Context: an optimization exercise on an open-source flow, tuned for small area, a short achievable clock period and few clock cycles. The choices shown serve that exercise and are no tape-out recipe.
In this exercise RTL edits were held to simulation tests only and were not proved equivalent to the original.

==> run H <==
Design bitmap_frame_allocator, start of the top module:
module bitmap_frame_allocator
(
    input  logic                   i_clk,
    input  logic                   i_rst_n,
    input  logic                   s_axis_tvalid,
    output logic                   s_axis_tready,
    input  logic [IN_TDATA_W-1:0]  s_axis_tdata,    
    input  logic [KIND_W-1:0]      s_axis_tuser,    
    output logic                   m_axis_tvalid,
    input  logic                   m_axis_tready,
    output logic [OUT_TDATA_W-1:0] m_axis_tdata,    
    output logic [0:0]             m_axis_tuser     
);
    logic [ADDR_W-1:0]  lo_addr;
    logic [ADDR_W-1:0]  hi_addr;
    logic [KIND_W-1:0]  req_type;
    logic               accept;
    logic               in_ovf;
    logic [FRAME_W-1:0] in_last;
    assign lo_addr  = s_axis_tdata[ADDR_W-1:0];
    assign hi_addr  = s_axis_tdata[IN_TDATA_W-1:ADDR_W];
    assign req_type = s_axis_tuser;
    assign accept   = s_axis_tvalid && s_axis_tready;
    always_comb begin
        in_ovf = |lo_addr[ADDR_W-1:FRAME_SHIFT+FRAME_W];
        if (|hi_addr[ADDR_W-1:FRAME_SHIFT+FRAME_W]
            || &hi_addr[FRAME_SHIFT+FRAME_W-1:FRAME_SHIFT]) begin
            in_last = FRAME_W'(LAST_FRAME);
        end else begin
            in_last = hi_addr[FRAME_SHIFT+FRAME_W-1:FRAME_SHIFT]
                    + FRAME_W'((req_type == REQ_USED) && (|hi_addr[FRAME_SHIFT-1:0]));
        end
  ...
Settings: LEC_CHECK=0, CAP_MARGIN=20, CELL_PAD_IN_SITES_DETAIL_PLACEMENT=1, CELL_PAD_IN_SITES_GLOBAL_PLACEMENT=1, CORE_MARGIN=2, CORE_UTILIZATION=33, PLACE_DENSITY=0.5, SETUP_SLACK_MARGIN=0.5, SLEW_MARGIN=20, SYNTH_MEMORY_MAX_BITS=8192; clock period 6.0 ns.
run.sh (not shown) runs the stock make flow with config.mk's settings and CLKGATE_MAP_FILE= SYNTH_SCRIPT=/design/flow/synth_recipe.tcl, a recipe that flattens the netlist after the stock synthesis.
==> run E (differences from run H) <==
--- a/flow/design.v
+++ b/flow/design.v
@@ -83,46 +83,44 @@
     logic               e_split;       
     logic               q_full;
     logic               cand_unknown;
     logic               e_alloc;
     logic               e_range;
     logic               e_nonempty;
     logic               r_c1v;         
     logic [FRAME_W-1:0] r_c1;
+    logic               r_c1n;         
+    logic               r_c0v;         
+    logic [FRAME_W-1:0] r_c0;
     logic               r_p_stale;     
     logic               r_p_alloc;     
     logic               r_p_alloc_a;   
-    logic               r_p_single;    
-    logic               r_c0v;         
-    logic [FRAME_W-1:0] r_c0;
     logic               r_p_free;      
     logic               r_p_used;      
     logic [FRAME_W-1:0] r_p_a;
     logic [FRAME_W-1:0] r_p_b;
     logic               f_v;           
     logic [FRAME_W-1:0] f;
     logic               f_is_a;        
     logic [ROWS-1:0]    f_row_oh;      
     logic [WORD_W-1:0]  f_col_oh;
     logic [ROWS-1:0]    c1_row_oh;
     logic [WORD_W-1:0]  c1_col_oh;
     logic [ROWS-1:0]    c0_row_oh;
     logic [WORD_W-1:0]  c0_col_oh;
     logic               f_is_c0;       
-    logic               f_is_n;        
     always_comb begin
         f_is_a = r_p_free && (!r_c1v || (r_p_a < r_c1));
-        f_is_c0 = r_p_alloc_a && r_p_single;
-        f_is_n  = r_p_alloc_a && !r_p_single;
+        f_is_c0 = r_p_alloc_a && !r_c1n;
         if (f_is_c0) begin
             f_v = r_c0v;
             f   = r_c0;
-        end else if (f_is_n) begin
-            f_v = 1'b1;
+        end else if (r_p_alloc) begin
+            f_v = r_c1n;
             f   = r_c1 + FRAME_W'(1);
         end else if (r_p_free) begin
             f_v = 1'b1;
             f   = f_is_a ? r_p_a : r_c1;
         end else begin
             f_v = r_c1v;
             f   = r_c1;
         end
@@ -135,29 +133,29 @@
         for (int r = 0; r < ROWS; r++) begin
             c0_row_oh[r] = r_c0[FRAME_W-1:BIT_W] == ROW_W'(r);
         end
         for (int c = 0; c < WORD_W; c++) begin
             c0_col_oh[c] = r_c0[BIT_W-1:0] == BIT_W'(c);
         end
         for (int r = 0; r < ROWS; r++) begin
             f_row_oh[r] = f_is_c0   ? (r_c0v && c0_row_oh[r])
-                        : f_is_n    ? (c1_col_oh[WORD_W-1] ? c1_row_oh[(r + ROWS - 1) % ROWS]
-                                                           : c1_row_oh[r])
                         : f_is_a    ? (r_p_a[FRAME_W-1:BIT_W] == ROW_W'(r))
+                        : r_p_alloc ? (r_c1n && (c1_col_oh[WORD_W-1] ? c1_row_oh[(r + ROWS - 1) % ROWS]
+                                                                     : c1_row_oh[r]))
                         :             (r_c1v && c1_row_oh[r]);
         end
         for (int c = 0; c < WORD_W; c++) begin
             f_col_oh[c] = f_is_c0   ? c0_col_oh[c]
-                        : f_is_n    ? c1_col_oh[(c + WORD_W - 1) % WORD_W]
                         : f_is_a    ? (r_p_a[BIT_W-1:0] == BIT_W'(c))
+                        : r_p_alloc ? c1_col_oh[(c + WORD_W - 1) % WORD_W]
                         :             c1_col_oh[c];
         end
         cand_unknown = r_p_stale
-                    || (r_p_alloc && !r_p_alloc_a)
+                    || (r_p_alloc && !r_p_alloc_a && !r_c1n)
                     || (r_p_used && r_c1v && (r_p_a <= r_c1) && (r_c1 <= r_p_b));
     end
     assign e_go       = r_v && !q_full && !((r_kind == REQ_ALLOC) && cand_unknown);
     assign e_done     = e_go && !e_split;
     assign e_alloc    = e_go && (r_kind == REQ_ALLOC);
     assign e_range    = e_go && (r_kind == REQ_FREE || r_kind == REQ_USED) && !r_ovf;
     assign e_nonempty = e_done && e_range && (r_first <= r_last);
     always_ff @(posedge i_clk) begin
@@ -205,19 +203,16 @@
             r_p_stale <= 1'b0;
             r_p_alloc <= e_alloc && f_v;
             r_p_alloc_a <= e_alloc && f_is_a;
             r_p_free  <= e_nonempty && (r_kind == REQ_FREE);
             r_p_used  <= e_nonempty && (r_kind == REQ_USED);
         end
         r_p_a <= r_first;
         r_p_b <= r_last;
-        r_p_single <= r_p_a == r_p_b;
-        r_c0v <= r_c1v;
-        r_c0  <= r_c1;
     end
     logic [WORD_W-1:0] r_map [ROWS];
     logic [ROW_W-1:0]  fr, lr;
     logic [BIT_W-1:0]  fc, lc;
     logic              fpart, lpart;
     logic [ROWS-1:0]   we_a, we_b;
     logic [WORD_W-1:0] we_x;
     logic              wr_val;
@@ -272,73 +267,83 @@
             for (int c = 0; c < WORD_W; c++) begin
                 if (we_a[r] || (we_b[r] && we_x[c])) begin
                     r_map[r][c] <= wr_val;
                 end
             end
         end
     end
     logic [4095:0]     z;
-    logic [1023:0]     l0_v;
+    logic [1023:0]     l0_v, l0_n;
     logic [1:0]        l0_i [1024];
-    logic [255:0]      l1_v;
+    logic [255:0]      l1_v, l1_n;
     logic [3:0]        l1_i [256];
-    logic [63:0]       l2_v;
+    logic [63:0]       l2_v, l2_n;
     logic [5:0]        l2_i [64];
-    logic [15:0]       l3_v;
+    logic [15:0]       l3_v, l3_n;
     logic [7:0]        l3_i [16];
-    logic [3:0]        l4_v;
+    logic [3:0]        l4_v, l4_n;
     logic [9:0]        l4_i [4];
-    logic              l5_v;
+    logic              l5_v, l5_n;
     logic [11:0]       l5_i;
     always_comb begin
         for (int r = 0; r < ROWS; r++) begin
             z[r*WORD_W +: WORD_W] = ~r_map[r];
         end
         for (int n = 0; n < 1024; n++) begin
-            l0_v[n] = |z[n*4 +: 4];
-            l0_i[n] = z[n*4] ? 2'd0 : z[n*4+1] ? 2'd1 : z[n*4+2] ? 2'd2 : 2'd3;
+            logic [4:0] q;
+            q = {(n == 1023) ? 1'b0 : z[n*4+4], z[n*4 +: 4]};
+            l0_v[n] = |q[3:0];
+            l0_i[n] = q[0] ? 2'd0 : q[1] ? 2'd1 : q[2] ? 2'd2 : 2'd3;
+            l0_n[n] = q[0] ? q[1] : q[1] ? q[2] : q[2] ? q[3] : q[4];
         end
         for (int n = 0; n < 256; n++) begin
             l1_v[n] = |l0_v[n*4 +: 4];
-            l1_i[n] = l0_v[n*4]   ? {2'd0, l0_i[n*4]}
-                    : l0_v[n*4+1] ? {2'd1, l0_i[n*4+1]}
-                    : l0_v[n*4+2] ? {2'd2, l0_i[n*4+2]}
-                    :               {2'd3, l0_i[n*4+3]};
+            {l1_n[n], l1_i[n]}
+                    = l0_v[n*4]   ? {l0_n[n*4],   2'd0, l0_i[n*4]}
+                    : l0_v[n*4+1] ? {l0_n[n*4+1], 2'd1, l0_i[n*4+1]}
+                    : l0_v[n*4+2] ? {l0_n[n*4+2], 2'd2, l0_i[n*4+2]}
+                    :               {l0_n[n*4+3], 2'd3, l0_i[n*4+3]};
         end
         for (int n = 0; n < 64; n++) begin
             l2_v[n] = |l1_v[n*4 +: 4];
-            l2_i[n] = l1_v[n*4]   ? {2'd0, l1_i[n*4]}
-                    : l1_v[n*4+1] ? {2'd1, l1_i[n*4+1]}
-                    : l1_v[n*4+2] ? {2'd2, l1_i[n*4+2]}
-                    :               {2'd3, l1_i[n*4+3]};
+            {l2_n[n], l2_i[n]}
+                    = l1_v[n*4]   ? {l1_n[n*4],   2'd0, l1_i[n*4]}
+                    : l1_v[n*4+1] ? {l1_n[n*4+1], 2'd1, l1_i[n*4+1]}
+                    : l1_v[n*4+2] ? {l1_n[n*4+2], 2'd2, l1_i[n*4+2]}
+                    :               {l1_n[n*4+3], 2'd3, l1_i[n*4+3]};
         end
         for (int n = 0; n < 16; n++) begin
             l3_v[n] = |l2_v[n*4 +: 4];
-            l3_i[n] = l2_v[n*4]   ? {2'd0, l2_i[n*4]}
-                    : l2_v[n*4+1] ? {2'd1, l2_i[n*4+1]}
-                    : l2_v[n*4+2] ? {2'd2, l2_i[n*4+2]}
-                    :               {2'd3, l2_i[n*4+3]};
+            {l3_n[n], l3_i[n]}
+                    = l2_v[n*4]   ? {l2_n[n*4],   2'd0, l2_i[n*4]}
+                    : l2_v[n*4+1] ? {l2_n[n*4+1], 2'd1, l2_i[n*4+1]}
+                    : l2_v[n*4+2] ? {l2_n[n*4+2], 2'd2, l2_i[n*4+2]}
+                    :               {l2_n[n*4+3], 2'd3, l2_i[n*4+3]};
         end
         for (int n = 0; n < 4; n++) begin
             l4_v[n] = |l3_v[n*4 +: 4];
-            l4_i[n] = l3_v[n*4]   ? {2'd0, l3_i[n*4]}
-                    : l3_v[n*4+1] ? {2'd1, l3_i[n*4+1]}
-                    : l3_v[n*4+2] ? {2'd2, l3_i[n*4+2]}
-                    :               {2'd3, l3_i[n*4+3]};
+            {l4_n[n], l4_i[n]}
+                    = l3_v[n*4]   ? {l3_n[n*4],   2'd0, l3_i[n*4]}
+                    : l3_v[n*4+1] ? {l3_n[n*4+1], 2'd1, l3_i[n*4+1]}
+                    : l3_v[n*4+2] ? {l3_n[n*4+2], 2'd2, l3_i[n*4+2]}
+                    :               {l3_n[n*4+3], 2'd3, l3_i[n*4+3]};
         end
         l5_v = |l4_v;
-        l5_i = l4_v[0] ? {2'd0, l4_i[0]}
-             : l4_v[1] ? {2'd1, l4_i[1]}
-             : l4_v[2] ? {2'd2, l4_i[2]}
-             :           {2'd3, l4_i[3]};
+        {l5_n, l5_i} = l4_v[0] ? {l4_n[0], 2'd0, l4_i[0]}
+                     : l4_v[1] ? {l4_n[1], 2'd1, l4_i[1]}
+                     : l4_v[2] ? {l4_n[2], 2'd2, l4_i[2]}
+                     :           {l4_n[3], 2'd3, l4_i[3]};
     end
     always_ff @(posedge i_clk) begin
         r_c1v <= l5_v;
         r_c1  <= l5_i;
+        r_c1n <= l5_v && l5_n;
+        r_c0v <= r_c1v;
+        r_c0  <= r_c1;
     end
     logic               r_o0_v, r_o1_v;
     logic [FRAME_W-1:0] r_o0_frame, r_o1_frame;
     logic               r_o0_found, r_o1_found;
     logic [FRAME_W-1:0] res_frame;
     logic               res_found;
     logic               pop;
     assign res_found = e_alloc && f_v;
--- a/flow/config.mk
+++ b/flow/config.mk
@@ -6,11 +6,11 @@
 export NUM_CORES = 4
 export LEC_CHECK = 0
 export CAP_MARGIN = 20
 export CELL_PAD_IN_SITES_DETAIL_PLACEMENT = 1
 export CELL_PAD_IN_SITES_GLOBAL_PLACEMENT = 1
 export CORE_MARGIN = 2
 export CORE_UTILIZATION = 33
 export PLACE_DENSITY = 0.5
-export SETUP_SLACK_MARGIN = 0.5
+export SETUP_SLACK_MARGIN = 1.0
 export SLEW_MARGIN = 20
 export SYNTH_MEMORY_MAX_BITS = 8192
==> qor summary <==
metric                                                                                                       run E                    run H
Outcome                                                                                 complete, but fails checks  complete, no violations
Layout check failures                          antenna violations, max-capacitance violations, max-slew violations                        -
Final standard cell utilization of the core                                                                 38.68%                   38.23%
First-pass GRT wire length                                                                                 1705 mm                  1389 mm
Max-slew violation count                                                                                         6                        0
Worst reg2reg path startpoint                                                                        r_map[23][19]               r_last[11]
Number of cell rows                                                                                            314                      293
Detailed Place HPWL                                                                                       810.2 mm                 625.8 mm
Maximum VDD drop                                                                                          356.9 uV                 315.2 uV
Data arrival time at the worst-slack endpoint                                                              6.17 ns                  6.47 ns
WHS Path Cells                                                                                                   0                        1
Die area                                                                                                737700 um2               642700 um2
Synthesized instance count                                                                                   25750                    20200
Layout Cells excl Fill                                                                                       36260                    29060
Testbench counts of run H, summed over its fixed seeds: cycles 10,319.
Testbench counts of run E, summed over its fixed seeds: cycles 8,814.

separate check: timing with driven ports:
The results above use ideal ports. As a check the final layouts listed here were re-extracted and re-timed, cells and wires unchanged. Step 1, drivers: a clkbuf_16 drives i_clk and a buf_2 each remaining input, both assumed. Step 2 adds t to the input delays and takes it off the output delays; t is the mean of the earliest and latest rising clock arrival at the registers after step 1. Input paths then give back, and output paths get back, about the clock's delay inside the block. a / b / c = ideal ports / drivers / drivers and shift; a / b = the first two.
| run | t (ns) | setup WS [ns] | hold WS [ns] | worst setup path at the end |
|---|---|---|---|---|
| run H | 1.254 | 0.324 / 0.324 / 0.324 | 0.532 / 0.532 / 0.532 | register to register |
| run E | 1.304 | 0.980 / 0.980 / 0.942 | 0.474 / 0.474 / 0.474 | input to register |
For run E, which loses most, drivers alone change the setup slack by 0.000 ns; drivers and shift together by -0.038 ns.
